Source: an optimization exercise on an open RTL-to-GDS flow (aim: small area). Production flows keep margins and buffers that such runs may drop.
In this exercise RTL edits were held to simulation tests only and were not proved equivalent to the original.
Power is estimated from default activity; no workload was simulated.

==> design.v <==
module npl_cell #(
	parameter int DEPTH = 16
) (
	input  logic        clk,
	input  logic [13:0] d,
	output logic [13:0] last,
	output logic [13:0] next
);
	logic [13:0] stage_q [0:DEPTH-1];
	always_ff @(posedge clk) begin
		stage_q[0] <= d;
		for (int s = 1; s < DEPTH; s++)
			stage_q[s] <= stage_q[s-1];
	end
	assign last = stage_q[DEPTH-1];
	assign next = stage_q[DEPTH-2];
endmodule
module npl_ctrl (
	input  logic        clk,
	input  logic        arst_n,
	input  logic        in_valid,
	output logic        in_ready,
	input  logic        in_op,
	input  logic [6:0]  in_pitch,
	input  logic [6:0]  in_velocity,
	output logic        out_valid,
	input  logic        out_ready,
	output logic        out_new_valid,
	output logic [6:0]  out_new_pitch,
	output logic [6:0]  out_new_velocity,
	output logic        out_old_valid,
	output logic [6:0]  out_old_pitch,
	output logic        out_dropped,
	input  logic        cfg_valid,
	output logic        cfg_ready,
	input  logic        cfg_index,
	input  logic [4:0]  cfg_data,
	output logic [13:0] ring_d,
	input  logic [13:0] ring_last,
	input  logic [13:0] ring_next
);
	localparam logic [1:0] ST_IDLE = 2'd0;
	localparam logic [1:0] ST_PASS = 2'd1;
	localparam logic [1:0] ST_DONE = 2'd2;
	logic [1:0]  st_q;
	logic [3:0]  idx_q;
	logic [4:0]  len_q;
	logic [1:0]  mode_q;
	logic [4:0]  mv_q;
	logic        placed_q;
	logic        rm_q;
	logic        snd_q;
	logic        ov_q;
	logic        onv_q;
	logic [13:0] onew_q;
	logic        oov_q;
	logic [6:0]  oold_q;
	logic        odr_q;
	logic [6:0]  q;
	logic        gt, lt, eq, outranks;
	logic        in_pass, last_cyc, at_v, before_v, past_len, in_len;
	logic        place_now, rm_now, matched;
	logic        new_ok, old_ok;
	logic [3:0]  len_m1;
	assign q        = ring_next[13:7];
	assign gt       = in_pitch > q;
	assign lt       = in_pitch < q;
	assign eq       = in_pitch == q;
	always_comb begin
		case (mode_q)
			2'd0:    outranks = 1'b1;
			2'd1:    outranks = gt;
			2'd2:    outranks = lt;
			default: outranks = 1'b0;
		endcase
	end
	assign in_pass  = (st_q == ST_PASS);
	assign last_cyc = (idx_q == 4'd15);
	assign at_v     = (idx_q == mv_q[3:0]);
	assign before_v = ({1'b0, idx_q} < mv_q);
	assign in_len   = ({1'b0, idx_q} < len_q);
	assign past_len = len_q[4] ? last_cyc : !in_len;
	assign place_now = !placed_q && (past_len || outranks);
	assign rm_now    = in_len && eq;
	assign matched   = rm_q || rm_now;
	always_comb begin
		if (in_pass && !in_op && !placed_q && place_now)
			ring_d = {in_pitch, in_velocity};
		else if (in_pass && (in_op ? rm_q : !placed_q))
			ring_d = ring_next;
		else
			ring_d = ring_last;
	end
	assign new_ok = in_op ? ((mv_q != 5'd0) && (mv_q <= len_q))
	                      : ((mv_q == 5'd0) || snd_q || before_v);
	assign len_m1 = len_q[4] ? 4'd15 : len_q[3:0];
	assign old_ok = !in_op && snd_q && !mv_q[4] && (mv_q[3:0] <= len_m1);
	assign in_ready  = (st_q == ST_DONE);
	assign cfg_ready = 1'b1;
	always_ff @(posedge clk or negedge arst_n) begin
		if (!arst_n) begin
			st_q     <= ST_IDLE;
			idx_q    <= 4'd0;
			len_q    <= 5'd0;
			mode_q   <= 2'd0;
			mv_q     <= 5'd0;
			placed_q <= 1'b0;
			rm_q     <= 1'b0;
			snd_q    <= 1'b0;
			ov_q     <= 1'b0;
		end else begin
			idx_q <= idx_q + 4'd1;
			if (cfg_valid) begin
				if (cfg_index)
					mv_q   <= cfg_data;
				else
					mode_q <= cfg_data[1:0];
			end
			if (ov_q && out_ready)
				ov_q <= 1'b0;
			case (st_q)
				ST_IDLE: begin
					if (in_valid && !ov_q && last_cyc)
						st_q <= ST_PASS;
				end
				ST_PASS: begin
					if (!in_op) begin
						placed_q <= placed_q || place_now;
						snd_q    <= snd_q || (before_v && (eq || place_now));
					end else begin
						rm_q     <= matched;
					end
					if (last_cyc) begin
						placed_q <= 1'b0;
						rm_q     <= 1'b0;
						snd_q    <= 1'b0;
						if (!in_op) begin
							idx_q <= 4'd1;
							if (!len_q[4])
								len_q <= len_q + 5'd1;
							st_q  <= ST_DONE;
						end else if (matched) begin
							len_q <= len_q - 5'd1;
						end else begin
							st_q  <= ST_DONE;
						end
					end
				end
				default: begin
					ov_q <= 1'b1;
					st_q <= ST_IDLE;
				end
			endcase
		end
	end
	always_ff @(posedge clk) begin
		if (in_pass) begin
			if (in_op ? at_v : place_now && !placed_q) begin
				onv_q  <= new_ok;
				onew_q <= new_ok ? ring_d : 14'd0;
			end
			if (at_v) begin
				oov_q  <= old_ok;
				oold_q <= old_ok ? ring_d[13:7] : 7'd0;
			end
			if (last_cyc)
				odr_q  <= !in_op && len_q[4];
		end
	end
	assign out_valid        = ov_q;
	assign out_new_valid    = onv_q;
	assign out_new_pitch    = onew_q[13:7];
	assign out_new_velocity = onew_q[6:0];
	assign out_old_valid    = oov_q;
	assign out_old_pitch    = oold_q;
	assign out_dropped      = odr_q;
endmodule
module note_priority_list (
	input  logic       clk,
	input  logic       arst_n,
	input  logic       in_valid,
	output logic       in_ready,
	input  logic       in_op,
	input  logic [6:0] in_pitch,
	input  logic [6:0] in_velocity,
	output logic       out_valid,
	input  logic       out_ready,
	output logic       out_new_valid,
	output logic [6:0] out_new_pitch,
	output logic [6:0] out_new_velocity,
	output logic       out_old_valid,
	output logic [6:0] out_old_pitch,
	output logic       out_dropped,
	input  logic       cfg_valid,
	output logic       cfg_ready,
	input  logic       cfg_index,
	input  logic [4:0] cfg_data
);
	logic [13:0] ring_d;
	logic [13:0] ring_last;
	logic [13:0] ring_next;
	npl_ctrl u_ctrl (
		.clk              (clk),
		.arst_n           (arst_n),
		.in_valid         (in_valid),
		.in_ready         (in_ready),
		.in_op            (in_op),
		.in_pitch         (in_pitch),
		.in_velocity      (in_velocity),
		.out_valid        (out_valid),
		.out_ready        (out_ready),
		.out_new_valid    (out_new_valid),
		.out_new_pitch    (out_new_pitch),
		.out_new_velocity (out_new_velocity),
		.out_old_valid    (out_old_valid),
		.out_old_pitch    (out_old_pitch),
		.out_dropped      (out_dropped),
		.cfg_valid        (cfg_valid),
		.cfg_ready        (cfg_ready),
		.cfg_index        (cfg_index),
		.cfg_data         (cfg_data),
		.ring_d           (ring_d),
		.ring_last        (ring_last),
		.ring_next        (ring_next)
	);
	npl_cell #(
		.DEPTH (16)
	) u_list (
		.clk  (clk),
		.d    (ring_d),
		.last (ring_last),
		.next (ring_next)
	);
endmodule
==> run.sh <==
#!/bin/bash
# synth_recipe.tcl (not shown) runs the flow's synth.tcl, then flattens the netlist and writes it again
# the make line also repeats each setting of config.mk as NAME=value (left out here)
make -C /OpenROAD-flow-scripts/flow DESIGN_CONFIG=/design/flow/config.mk WORK_HOME=/design/flow/orfs CLKGATE_MAP_FILE= SYNTH_SCRIPT=/design/flow/synth_recipe.tcl finish
==> config.mk <==
export PLATFORM = sky130hd
export DESIGN_NAME = note_priority_list
export DESIGN_NICKNAME = note_priority_list
export VERILOG_FILES = /design/flow/design.v
export SDC_FILE = /design/flow/constraint.sdc
export NUM_CORES = 4
export LEC_CHECK = 0
export CAP_MARGIN = 20
export CORE_MARGIN = 2
export CORE_UTILIZATION = 40
export PLACE_DENSITY = 0.6
export SLEW_MARGIN = 20
==> constraint.sdc <==
create_clock -name core_clock -period 5.0 [get_ports {clk}]
set_input_delay 1.0000 -clock core_clock [delete_from_list [all_inputs] [get_ports {clk}]]
set_output_delay 1.0000 -clock core_clock [all_outputs]
set_load 0.01 [all_outputs]
==> summary.txt, run 1 <==
Via count of the first global-routing pass: 4010
Number of maximum-capacitance constraint violations: 0
Number of flops mapped to enable cells by yosys: 24
Outcome: finished clean
Synth top area cells: sky130_fd_sc_hd__dfxtp_1 (59%), sky130_fd_sc_hd__edfxtp_1 (9.5%), sky130_fd_sc_hd__dfrtp_1 (7.2%)
Total routing usage reported by global routing: 13.3%
Iteration-0 DRC Markers: 163
Worst voltage drop across the vdd grid: 0.310 mV
Maximum count of clock buffers along a single path: 3
Average detailed-routed wire length per instance: 15.4 um
Router iterations before antenna repair: 4
I/O pin count: 53
Register clock-pin slew on the reported worst setup and hold paths: 0.06 ns
List of cells traversed by the critical path: clkdlybuf4s50_1, ha_1, a21oi_1, o21ai_0, o21a_1, o22ai_2, nand2_2, nand2_1
Library cell occupying the most area in the post-synthesis netlist: sky130_fd_sc_hd__dfxtp_1
Synth Cell Area: 0.00759 mm^2
Setup fix buffers added after clock tree synthesis: 0
Count of nets left with antenna violations after detail routing: 0
Final setup vio count: 0
Mean Syn Cell Area: 14.6 um^2
Final antenna diode count: 0
Arrival time of the worst setup path: 3.79 ns
CTS tree: done
Number of cell rows: 50
Ratio of cells with drive above 1 in the final layout: 12.8%
RSZ-0062 raised after global routing: no
Total die area: 0.0201 mm^2
Clock Sinks: 270
Category of the most critical setup path: input port to flip-flop
Part of the cycle the worst path needs: 72.8%
Detailed-route wire length: 13.0 mm
Drt drc: 0
Clock Tree Root: sky130_fd_sc_hd__clkbuf_16
Critical path's slowest cell: sky130_fd_sc_hd__nand2_1
Data required, critical path: 5.14 ns
Setup TNS: 0 ns
Initial Utilization: 40.7%
Type of origin of the critical path: input port
Depth of the CTS H-tree: 1
Top achievable clock speed: 0.275 GHz
Count of cells resized by post-cts repair: 0
Hold Vio Cnt, Final: 0
Final critical-path setup slack: 1.36 ns
Minimum clock period after layout: 3.64 ns
Number of fillers in the final layout: 1603
Via count: 3944
Max-slew violation total from the final report: 0
Start point of the worst min-delay path: u_list.stage_q[8][5]
Maximum clock skew at final layout: 0.0115 ns
Nets: 641
Flip-flop cell with the highest count after synthesis: sky130_fd_sc_hd__dfxtp_1
Post-place setup slack: 0.832 ns
Number of cells produced by synthesis: 521
Transition time of the tightest slew-check pin: 0.919 ns
Sequential area share after synthesis: 75.8%
Non-filler cells, final: 842
Final RePlAce weighted congestion: 0.801
P&R area growth vs syn: 21.6%
Antenna violations before repair: 0
Area share of the largest cell type after synthesis: 59.0%
Min-delay worst type: flip-flop to flip-flop
Total overflow reported by the global router: 0
Capturing element type of the critical path: flip-flop
Wire length of the first global-routing pass: 21.0 mm
Source-to-sink clock delay at the later pin of the worst-skew pair: 0.52 ns
Number of buffers created by CTS: 26
Post-Route Utilization: 49.6%
IO buf count: 51
Pin count of the biggest net entering global routing: 23
Post-detailed-route via-to-cell ratio: 4.68
Slew headroom: 38.5%
Count of synthesis-stage warnings from yosys: 3
Launching point of the worst reg2reg path: u_list.stage_q[14][13]
Number of nets produced by synthesis: 573
Total core area: 0.0186 mm^2
Share of async-settable or async-resettable flops after synthesis: 8.15%
CP peak stage delay: 0.64 ns
Worst hold-check slack: 0.322 ns
Count of distinct cell types in the synthesized netlist: 55
Horizontal die dimension: 142 um
Critical path launch point: in_pitch[6]
Largest fanout on the critical path: 15
Synthesized flop and latch total: 270
Total leakage power: 0.00368 uW
Hold bufs inserted after CTS: 0
Vertical die dimension: 142 um
Detailed-placement wirelength estimate: 8.61 mm
Total power divided by cell area: 594 mW/mm^2
Instance count after placement with tap cells included: 795
## sequential cells by signal (all words and copies together) (netlist names)
| name | count |
|---|---|
| u_ctrl.len_q | 5 |
| u_ctrl.st_q | 2 |
| u_ctrl.oold_q | 7 |
| u_ctrl.onew_q | 14 |
| u_ctrl.odr_q | 1 |
| u_ctrl.placed_q | 1 |
| u_ctrl.idx_q | 4 |
| u_ctrl.mode_q | 2 |
| u_ctrl.onv_q | 1 |
| u_ctrl.oov_q | 1 |
| u_ctrl.ov_q | 1 |
| u_list.stage_q | 224 |
| u_ctrl.mv_q | 5 |
| u_ctrl.snd_q | 1 |
| u_ctrl.rm_q | 1 |
## cell usage after synthesis (all sizes together) (9+ instances only)
cell type	count
o21ai	11
nor3b	14
edfxtp	24
ha	26
inv	22
nor2b	11
buf	9
a21oi	25
dfrtp	22
nor3	17
nor2	21
dfxtp	224
## power breakdown
group	internal, uW	switching (uW)	leakage [uW]	total (uW)
registers	2670	180	0.00231	2850
clock network	1180	812	0.000452	1990
logic	273	378	0.000913	651
## kinds of logic (layout without fill, tap and decap cells)
group	after synthesis	count (layout)	synth area share [%]
AO/OA/AOI/OAI	77	77	8.14
XOR/XNOR	6	6	0.692
adder cells (fa/ha/maj)	26	26	4.28
buffers and inverters	36	123	2.27
other	1	1	0.0494
flip-flops	270	270	75.8
multiplexers	15	15	2.09
AND/OR/NAND/NOR	90	90	6.69
## through the flow
step / instance area [um^2] / total power, uW
2_1_floorplan: 7590 / 3310
6_report: 9240 / 5490
4_1_cts: 9240 / 5550
5_1_grt: 9240 / 5750
3_3_place_gp: 8340 / 3500
3_5_place_dp: 8340 / 3550
## layout by cell type (no fill, tap or decap), types with 5 or more instances in the layout
cell type	synthesis	routed
sky130_fd_sc_hd__a21oi_1	25	25
sky130_fd_sc_hd__a221oi_2	7	7
sky130_fd_sc_hd__clkbuf_16	0	28
sky130_fd_sc_hd__clkdlybuf4s50_1	0	50
sky130_fd_sc_hd__clkinv_2	0	5
sky130_fd_sc_hd__dfrtp_1	22	22
sky130_fd_sc_hd__dfxtp_1	224	224
sky130_fd_sc_hd__edfxtp_1	24	24
sky130_fd_sc_hd__ha_1	26	26
sky130_fd_sc_hd__inv_1	22	22
sky130_fd_sc_hd__mux2_2	7	7
sky130_fd_sc_hd__mux2i_1	8	8
sky130_fd_sc_hd__nand2_1	5	5
sky130_fd_sc_hd__nor2_1	20	20
sky130_fd_sc_hd__nor2b_1	11	11
sky130_fd_sc_hd__nor3_1	16	16
sky130_fd_sc_hd__nor3b_1	14	14
sky130_fd_sc_hd__o21a_1	6	6
sky130_fd_sc_hd__o21ai_0	9	9
sky130_fd_sc_hd__o31ai_1	7	7
## final timing paths
| check | end | slack [ns] | cells after the start |
|---|---|---|---|
| max in group asynchronous | u_ctrl.st_q[1] | 4.17 | 1 |
| worst min-delay path | u_list.stage_q[9][5] | 0.32 | 0 |
| worst max-delay path | u_ctrl.onew_q[2] | 1.36 | 8 |
| worst min register to register | u_list.stage_q[9][5] | 0.32 | 0 |
| worst max register to register | u_ctrl.onew_q[2] | 1.91 | 8 |
| min in group asynchronous | u_ctrl.mv_q[3] | 0.45 | 1 |
## layer usage
metal	up-vias	track usage, %	part of all wire (%)
li1	1941	-	-
met1	1902	18.2	49
met3	19	3.04	4.4
met2	82	20.8	45
met4	0	4.95	2.4
met5	-	0	0
## cell type report
class                   count  area, um^2  share of cell area [%]
flip-flops and latches    270        5760                    62.3
well taps                 234         293                    3.17
repair buffers             54         528                    5.72
inverters                  22        82.6                   0.894
clock inverters            16         163                    1.76
multi-input cells         215        1670                    18.1
clock buffers              31         742                    8.03
## critical path, delay by kind of cell
family | cells | cell delay, ns
AO/OA/AOI/OAI | 4 | 0.98
AND/OR/NAND/NOR | 2 | 0.97
buffers and inverters | 1 | 0.48
adder cells (fa/ha/maj) | 1 | 0.36
==> run 2, diff against run 1 <==
==> flow/run.sh (new file) <==
#!/bin/bash
# The standard layout with two changes:
# - synthesis maps the logic with an area-only ABC script (flow/area.abc) and without the
#   full/half-adder extraction; everything up to and including flip-flop mapping is unchanged,
#   so the registers keep the standard synthesis's names and cells;
# - the port buffers are plain buf_1 cells.
# make's output goes to flow.log; each ORFS step keeps its own log under orfs/logs.
set -euo pipefail
here=$PWD
# synthesis script: the standard flow's, sourcing a copy of ORFS's synth.tcl whose abc call uses area.abc
sed 's#log_cmd abc {\*}$abc_args$#log_cmd abc -script $::env(NPL_ABC_SCRIPT) {*}$lib_args {*}$lib_dont_use_args#' \
	"$FLOW_HOME/scripts/synth.tcl" > "$here/npl_synth_body.tcl"
grep -q 'NPL_ABC_SCRIPT' "$here/npl_synth_body.tcl"
sed "s#source \$::env(SCRIPTS_DIR)/synth.tcl#source $here/npl_synth_body.tcl#" \
	"$here/synth_recipe.tcl" > "$here/npl_synth.tcl"
grep -q 'npl_synth_body.tcl' "$here/npl_synth.tcl"
bash standard.sh \
	"SYNTH_SCRIPT=$here/npl_synth.tcl" \
	"NPL_ABC_SCRIPT=$here/flow/area.abc" \
	"ADDER_MAP_FILE=" \
	"BUFFER_PORTS_ARGS=-buffer_cell sky130_fd_sc_hd__buf_1" \
	finish > "$here/flow.log" 2>&1
==> flow/area.abc (new file) <==
strash
balance
rewrite
refactor
balance
rewrite
rewrite -z
balance
refactor -z
rewrite -z
balance
dch -f
amap
==> standard.sh (new file) <==
#!/bin/bash
# synth_recipe.tcl (not shown) runs the flow's synth.tcl, then flattens the netlist and writes it again
# the make line also repeats each setting of config.mk as NAME=value (left out here)
make -C /OpenROAD-flow-scripts/flow DESIGN_CONFIG=/design/flow/config.mk WORK_HOME=/design/flow/orfs CLKGATE_MAP_FILE= SYNTH_SCRIPT=/design/flow/synth_recipe.tcl "${@:-finish}"
--- a/config.mk
+++ b/config.mk
@@ -5,8 +5,12 @@
 export SDC_FILE = /design/flow/constraint.sdc
 export NUM_CORES = 4
 export LEC_CHECK = 0
+export ABC_AREA = 1
 export CAP_MARGIN = 20
 export CORE_MARGIN = 2
 export CORE_UTILIZATION = 40
+export CTS_BUF_LIST = sky130_fd_sc_hd__clkbuf_8
+export CTS_CLUSTER_DIAMETER = 100
+export CTS_CLUSTER_SIZE = 18
 export PLACE_DENSITY = 0.6
 export SLEW_MARGIN = 20
removed: run.sh
==> run 2 against run 1 <==
Against the previous run:
- sequential share of layout area rose by 12 points
- core utilization fell by 4.4 points
- still clean
- maximum frequency rose by 7.8%
==> summary.txt, run 2 <==
Part of the cycle the worst path needs: 67.6%
Source-to-sink clock delay at the later pin of the worst-skew pair: 0.51 ns
Share of async-settable or async-resettable flops after synthesis: 8.15%
FF/Latch Area: 0.00576 mm^2
Register clock-pin slew on the reported worst setup and hold paths: 0.11 ns
Setup TNS: 0 ns
Most instantiated cells after synthesis: sky130_fd_sc_hd__dfxtp_1 (224), sky130_fd_sc_hd__nor2_1 (65), sky130_fd_sc_hd__clkinv_1 (49)
Sequential area share after synthesis: 83.4%
Maximum count of clock buffers along a single path: 3
Commonest cells after routing, fill and taps aside: sky130_fd_sc_hd__dfxtp_1 (224), sky130_fd_sc_hd__nor2_1 (65), sky130_fd_sc_hd__buf_1 (51), sky130_fd_sc_hd__clkinv_1 (49), sky130_fd_sc_hd__edfxtp_1 (24)
Total routing usage reported by global routing: 12.4%
Count of cells resized by post-cts repair: 0
CTS tree: done
Vertical die dimension: 135 um
Fraction of the mapped netlist area in simple logic gates: 5.79%
Synth Cell Area: 0.00690 mm^2
Number of cells produced by synthesis: 501
Ratio of cells with drive above 1 in the final layout: 4.27%
Nets: 601
Total leakage power: 0.00295 uW
I/O pin count: 53
RSZ-0062 raised after global routing: no
Synthesized flop and latch total: 270
Total die area: 0.0183 mm^2
Via count: 3638
Worst voltage drop across the vdd grid: 0.292 mV
Antenna violations before repair: 0
Detailed-placement wirelength estimate: 7.36 mm
Transition time of the tightest slew-check pin: 0.847 ns
Synthesized-area fraction occupied by xor and xnor cells: 0%
Highest metal layer used by the detailed router: met4
Post-Synth Adder-Cell Area: 0%
Library cell occupying the most area in the post-synthesis netlist: sky130_fd_sc_hd__dfxtp_1
Critical register-to-register path endpoint: u_ctrl.onv_q
Minimum clock period after layout: 3.38 ns
Number of buffers created by CTS: 18
Count of nets left with antenna violations after detail routing: 0
Number of cell rows: 48
Drt drc: 0
Final setup vio count: 0
Number of nets produced by synthesis: 527
Wire length on met3: 695 um
Category of the most critical setup path: input port to flip-flop
Outcome: finished clean
WHS Path Cells: 0
Average detailed-routed wire length per instance: 13.6 um
Launching point of the worst reg2reg path: u_ctrl.idx_q[1]
Total power divided by cell area: 521 mW/mm^2
Count of distinct cell types in the synthesized netlist: 33
Mean Syn Cell Area: 13.8 um^2
Largest fanout on the critical path: 23
Via count of the first global-routing pass: 3589
Minimum setup slack among reg-to-reg paths: 1.79 ns
Total core area: 0.0171 mm^2
Iteration-0 DRC Markers: 261
Number of maximum-capacitance constraint violations: 0
Wire length of the first global-routing pass: 17.9 mm
Detailed route wirelength on metal2: 4.96 mm
Leading registers by flop count: u_list.stage_q: 224 flops, u_ctrl.onew_q: 14 flops, u_ctrl.oold_q: 7 flops
Post-Route Utilization: 45.1%
Critical path's slowest cell: sky130_fd_sc_hd__o21ai_2
Final antenna diode count: 0
Number of cells on the worst reg-to-reg path: 10
Depth of the CTS H-tree: 1
Number of fillers in the final layout: 1581
Hold bufs inserted after CTS: 0
Arrival time of the worst setup path: 3.52 ns
Start point of the worst min-delay path: u_list.stage_q[12][13]
Area share of the largest cell type after synthesis: 65.0%
Worst hold endpoint: u_list.stage_q[13][13]
Maximum clock skew at final layout: 0.0186 ns
Detailed-route wire length: 11.0 mm
Clock Sinks: 270
IO buf count: 51
Post-detailed-route via-to-cell ratio: 4.49
Initial Utilization: 40.4%
Hold Vio Cnt, Final: 0
Min-delay worst type: flip-flop to flip-flop
Max reg flops: 224
Horizontal die dimension: 135 um
Type of origin of the critical path: input port
Capturing element type of the critical path: flip-flop
Area fraction in compound gates after synthesis: 7.94%
Most common cell after layout, fill and taps aside: sky130_fd_sc_hd__dfxtp_1
CP peak stage delay: 0.40 ns
Router iterations before antenna repair: 4
Top achievable clock speed: 0.296 GHz
Register name with the most flops: u_list.stage_q
Max-slew violation total from the final report: 0
Number of flops mapped to enable cells by yosys: 24
P&R area growth vs syn: 11.6%
Data required, critical path: 5.14 ns
Flip-flop cell with the highest count after synthesis: sky130_fd_sc_hd__dfxtp_1
Synth top area cells: sky130_fd_sc_hd__dfxtp_1 (65%), sky130_fd_sc_hd__edfxtp_1 (10%), sky130_fd_sc_hd__dfrtp_1 (8.0%)
Slew headroom: 43.5%
Final RePlAce weighted congestion: 0.827
Pin count of the biggest net entering global routing: 24
Multi-input gate area: 960 um^2
Total overflow reported by the global router: 0
Count of synthesis-stage warnings from yosys: 3
Multiplexer fraction of the synthesized cell area: 0%
Clock Tree Root: sky130_fd_sc_hd__clkbuf_8
Main combinational cell family by area after synthesis: compound AO/OA/AOI/OAI gates
Library cell with the highest instance count after synthesis: sky130_fd_sc_hd__dfxtp_1
List of cells traversed by the critical path: buf_1, clkinv_1, nor2_1, a21oi_1, nand2_1, a2111o_1, nor2_1, nor3_1, o21ai_0, o21ai_0, o211a_1, nor3_2, buf_4, clkinv_1, o21ai_2
M1 WL: 5.12 mm
Setup fix buffers added after clock tree synthesis: 0
## run 2: cell types whose count changed after synthesis, moves of 8 or more
cell,before,now
sky130_fd_sc_hd__nor3_1,16,7
sky130_fd_sc_hd__inv_1,22,0
sky130_fd_sc_hd__o22ai_1,0,20
sky130_fd_sc_hd__nor2_1,20,65
sky130_fd_sc_hd__ha_1,26,0
sky130_fd_sc_hd__nor2b_1,11,3
sky130_fd_sc_hd__a22oi_1,1,10
sky130_fd_sc_hd__clkinv_1,0,49
sky130_fd_sc_hd__mux2i_1,8,0
sky130_fd_sc_hd__nor3b_1,14,1
## run 2: layout make-up
class,count,share of cell area (%)
flip-flops and latches,270,74.7
multi-input cells,181,12.5
well taps,225,3.66
clock buffers,18,3.22
repair buffers,55,2.88
inverters,49,2.39
clock inverters,12,0.650
## run 2: cells by family after synthesis
family          Yosys count
compound gates           84
buf+inv                  50
flops                   270
other cells               1
simple gates             96
## run 2: per-layer routing
metal,vias to the layer above,track usage (%)
met4,0,3.94
met5,-,0
met3,18,2.99
met2,112,19.7
li1,1812,-
met1,1696,17.0
## run 2: power by group
group          leakage, uW  switching, uW  internal [uW]
logic             0.000465            287            148
registers          0.00229            128           2500
clock network     0.000193            608            342
## run 2: worst max-delay path, delay by kind of cell
family / cells / cell delay, ns
AO/OA/AOI/OAI: 6 / 1.31
buffers and inverters: 4 / 0.70
AND/OR/NAND/NOR: 5 / 0.50
## run 2: worst max path at each step
stage	startpoint	end	slack (ns)
floorplan	in_pitch[5]	u_ctrl.onew_q[0]	0.13
global route	in_pitch[5]	u_ctrl.onew_q[12]	1.39
global placement	in_pitch[5]	u_ctrl.onew_q[0]	1.25
CTS	in_pitch[5]	u_ctrl.onew_q[9]	1.65
finish	in_pitch[5]	u_ctrl.onv_q	1.62
detailed placement	in_pitch[5]	u_ctrl.onew_q[3]	1.12
## run 2: through the flow
step                      hold slack [ns]  setup slack (ns)  power [uW]  cells  area, um^2
after global routing                0.331              1.39        4220    810        7700
after floorplan                     0.310             0.131        2930    501        6900
after CTS                           0.326              1.65        4060    810        7700
final                               0.324              1.62        4010    810        7700
after global placement              0.310              1.25        3080    780        7400
after detailed placement            0.312              1.12        3100    780        7400
==> run 3, diff against run 2 <==
--- a/flow/area.abc
+++ b/flow/area.abc
@@ -9,5 +9,8 @@
 refactor -z
 rewrite -z
 balance
+&get -n
+&deepsyn -I 1 -J 100
+&put
 dch -f
 amap
==> run 3 against run 2 <==
Against the previous run:
- largest power group unchanged
- worst hold slack lost 0.0091 ns
- synthesized cell count shrank 9.2%
- via count shrank 5.0%
- worst setup slack lost 0.31 ns
- global-route usage grew 0.24 points
- final cell count shrank 6.2%
- register-to-register slack lost 0.27 ns
- clock power is essentially flat
- total power shrank 6.7%
- critical path depth shrank 2
- final area shrank 2.2%
==> summary.txt, run 3 <==
Max-slew violation total from the final report: 0
Total overflow reported by the global router: 0
Pin count of the biggest net entering global routing: 23
Detailed-route wire length: 11.0 mm
Drt drc: 0
Largest fanout on the critical path: 16
Final critical-path setup slack: 1.31 ns
Via count: 3456
Total routing usage reported by global routing: 12.7%
Count of cells resized by post-cts repair: 0
Area share of the largest cell type after synthesis: 66.8%
Total die area: 0.0178 mm^2
Final setup vio count: 0
Number of buffers created by CTS: 18
Post-Route Utilization: 45.6%
Depth of the CTS H-tree: 1
CTS tree: done
Critical register-to-register path endpoint: u_ctrl.oold_q[1]
P&R area growth vs syn: 12.1%
Register name with the most flops: u_list.stage_q
Share of async-settable or async-resettable flops after synthesis: 8.15%
Via count of the first global-routing pass: 3508
Min-delay worst type: flip-flop to flip-flop
Number of nets produced by synthesis: 481
Commonest cells after routing, fill and taps aside: sky130_fd_sc_hd__dfxtp_1 (224), sky130_fd_sc_hd__buf_1 (51), sky130_fd_sc_hd__nor2_1 (47), sky130_fd_sc_hd__clkinv_1 (45), sky130_fd_sc_hd__edfxtp_1 (24)
Capturing element type of the critical path: flip-flop
Router iterations before antenna repair: 5
Data required, critical path: 5.26 ns
Most instantiated cells after synthesis: sky130_fd_sc_hd__dfxtp_1 (224), sky130_fd_sc_hd__nor2_1 (47), sky130_fd_sc_hd__clkinv_1 (45)
Maximum clock skew at final layout: 0.0338 ns
Nets: 556
Vertical die dimension: 134 um
Type of origin of the critical path: input port
Count of distinct cell types in the synthesized netlist: 32
Maximum count of clock buffers along a single path: 3
Hold bufs inserted after CTS: 0
Number of cells produced by synthesis: 455
Sequential area share after synthesis: 85.7%
Launching point of the worst reg2reg path: u_list.stage_q[14][12]
Synth Cell Area: 0.00672 mm^2
Minimum clock period after layout: 3.69 ns
IO buf count: 51
Horizontal die dimension: 134 um
Ratio of cells with drive above 1 in the final layout: 4.81%
Antenna violations before repair: 0
Total leakage power: 0.00291 uW
Number of maximum-capacitance constraint violations: 0
Slew headroom: 35.8%
Setup TNS: 0 ns
Post-place setup slack: 0.812 ns
Final antenna diode count: 0
I/O pin count: 53
Worst hold endpoint: u_list.stage_q[13][7]
Mean Syn Cell Area: 14.8 um^2
Count of nets left with antenna violations after detail routing: 0
RSZ-0062 raised after global routing: no
Initial Utilization: 40.7%
Number of cell rows: 47
Arrival time of the worst setup path: 3.95 ns
Part of the cycle the worst path needs: 73.8%
Hold Vio Cnt, Final: 0
Register clock-pin slew on the reported worst setup and hold paths: 0.10 ns
Clock Tree Root: sky130_fd_sc_hd__clkbuf_8
Outcome: finished clean
Iteration-0 DRC Markers: 223
Max reg flops: 224
Total core area: 0.0165 mm^2
Total power divided by cell area: 496 mW/mm^2
Clock Sinks: 270
Category of the most critical setup path: input port to flip-flop
Transition time of the tightest slew-check pin: 0.963 ns
Library cell with the highest instance count after synthesis: sky130_fd_sc_hd__dfxtp_1
Final RePlAce weighted congestion: 0.791
Top achievable clock speed: 0.271 GHz
Wire length of the first global-routing pass: 18.0 mm
Library cell occupying the most area in the post-synthesis netlist: sky130_fd_sc_hd__dfxtp_1
Source-to-sink clock delay at the later pin of the worst-skew pair: 0.52 ns
Minimum setup slack among reg-to-reg paths: 1.52 ns
Synth top area cells: sky130_fd_sc_hd__dfxtp_1 (67%), sky130_fd_sc_hd__edfxtp_1 (11%), sky130_fd_sc_hd__dfrtp_1 (8.2%)
Worst voltage drop across the vdd grid: 0.278 mV
Post-detailed-route via-to-cell ratio: 4.55
WHS Path Cells: 0
Detailed-placement wirelength estimate: 7.21 mm
Flip-flop cell with the highest count after synthesis: sky130_fd_sc_hd__dfxtp_1
Leading registers by flop count: u_list.stage_q: 224 flops, u_ctrl.onew_q: 14 flops, u_ctrl.oold_q: 7 flops
Setup fix buffers added after clock tree synthesis: 0
Most common cell after layout, fill and taps aside: sky130_fd_sc_hd__dfxtp_1
Number of flops mapped to enable cells by yosys: 24
Start point of the worst min-delay path: u_list.stage_q[12][7]
Average detailed-routed wire length per instance: 14.5 um
Synthesized flop and latch total: 270
Number of cells on the worst reg-to-reg path: 12
Count of synthesis-stage warnings from yosys: 3
run 3: cell count changes in the layout (fill, tap and decap cells not counted), sizes merged, moves of 3 or more:
cell and change:
o21ai +3, clkinv -3, nor3 -4, a222oi +15, a21oi -11, o22ai -17
nor2 -18, a22oi -8
run 3: per-stage QoR:
stage                     instance area [um^2]  hold slack, ns  power (uW)  instances
final                                     7530           0.315        3740        760
after CTS                                 7530           0.314        3790        760
after global placement                    7230           0.310        2830        730
after floorplan                           6720           0.310        2700        455
after global routing                      7530           0.321        3940        760
after detailed placement                  7230           0.312        2840        730
run 3: metal layers:
layer  vias to the layer above  part of all wire, %  GRT usage [%]
li1                       1683                    -              -
met1                      1646                   47           17.2
met2                       101                   45           20.4
met3                        26                  6.1           2.70
met4                         0                  2.4           4.37
met5                         -                    0              0
run 3: cell type report:
cell class                      instances  area, um^2
Clock buffer                           18         248
Clock inverter                         12        57.6
Fill cell                            1479        8990
Inverter                               45         169
Multi-Input combinational cell        139         797
Sequential cell                       270        5760
Tap cell                              220         275
Timing Repair Buffer                   56         229
run 3: cell families (layout without fill, tap and decap cells):
logic type | after synthesis | count (layout) | synth area share (%)
flops | 270 | 270 | 85.7
simple gates | 70 | 70 | 4.21
compound gates | 68 | 68 | 7.43
buf+inv | 46 | 131 | 2.63
other cells | 1 | 1 | 0.0558
run 3: critical path, cell delays in order:
cell and delay [ns]:
sky130_fd_sc_hd__buf_1 0.11, sky130_fd_sc_hd__clkinv_1 0.08, sky130_fd_sc_hd__a21oi_1 0.19, sky130_fd_sc_hd__o221a_1 0.19
sky130_fd_sc_hd__o21ai_0 0.10, sky130_fd_sc_hd__nor4b_1 0.48, sky130_fd_sc_hd__o21ai_0 0.14, sky130_fd_sc_hd__o21ai_0 0.12
sky130_fd_sc_hd__nand3_1 0.10, sky130_fd_sc_hd__nand2_1 0.15, sky130_fd_sc_hd__clkinv_1 0.48, sky130_fd_sc_hd__a222oi_1 0.70
sky130_fd_sc_hd__nor2_1 0.10
run 3: power by group:
| part | internal [uW] | switching (uW) |
|---|---|---|
| Combinational | 96.5 | 203 |
| Sequential | 2400 | 91.6 |
| Clock | 344 | 606 |
run 3: how the worst max path moves through the flow:
stage | end | slack (ns) | from
after global placement | u_ctrl.onew_q[11] | 1.03 | in_pitch[4]
after global routing | u_ctrl.onew_q[11] | 1.01 | in_pitch[4]
after detailed placement | u_ctrl.oold_q[3] | 0.81 | in_pitch[5]
after floorplan | u_ctrl.onew_q[10] | 1.51 | in_pitch[4]
after CTS | u_ctrl.oold_q[3] | 1.37 | in_pitch[5]
final | u_ctrl.oold_q[1] | 1.31 | in_pitch[4]

==> re-timing with driven ports <==
The flow's constraints put no driver on any port. The routed layouts listed below were extracted and timed again, unchanged, in two steps. Step 1 assumes that a clkbuf_16 drives the clock port and a buf_2 every other input. Step 2, shift: input delay + t, output delay - t, t = (earliest + latest rising clock arrival at the registers) / 2. This alone moves slack from input paths to output paths. Three values: no drivers, after step 1, after step 2; two values: the first two.
run	t, ns	slack for setup (ns)	worst hold slack (ns)	cell pins on the clock port's net
run 1	0.554	1.358 / 1.373 / 0.818	0.322 / 0.322 / 0.322	1
run 2	0.535	1.620 / 1.634 / 1.099	0.324 / 0.324 / 0.324	1
run 3	0.533	1.310 / 1.303 / 0.770	0.315 / 0.315 / 0.315	1
After both steps every run listed still meets setup and hold.
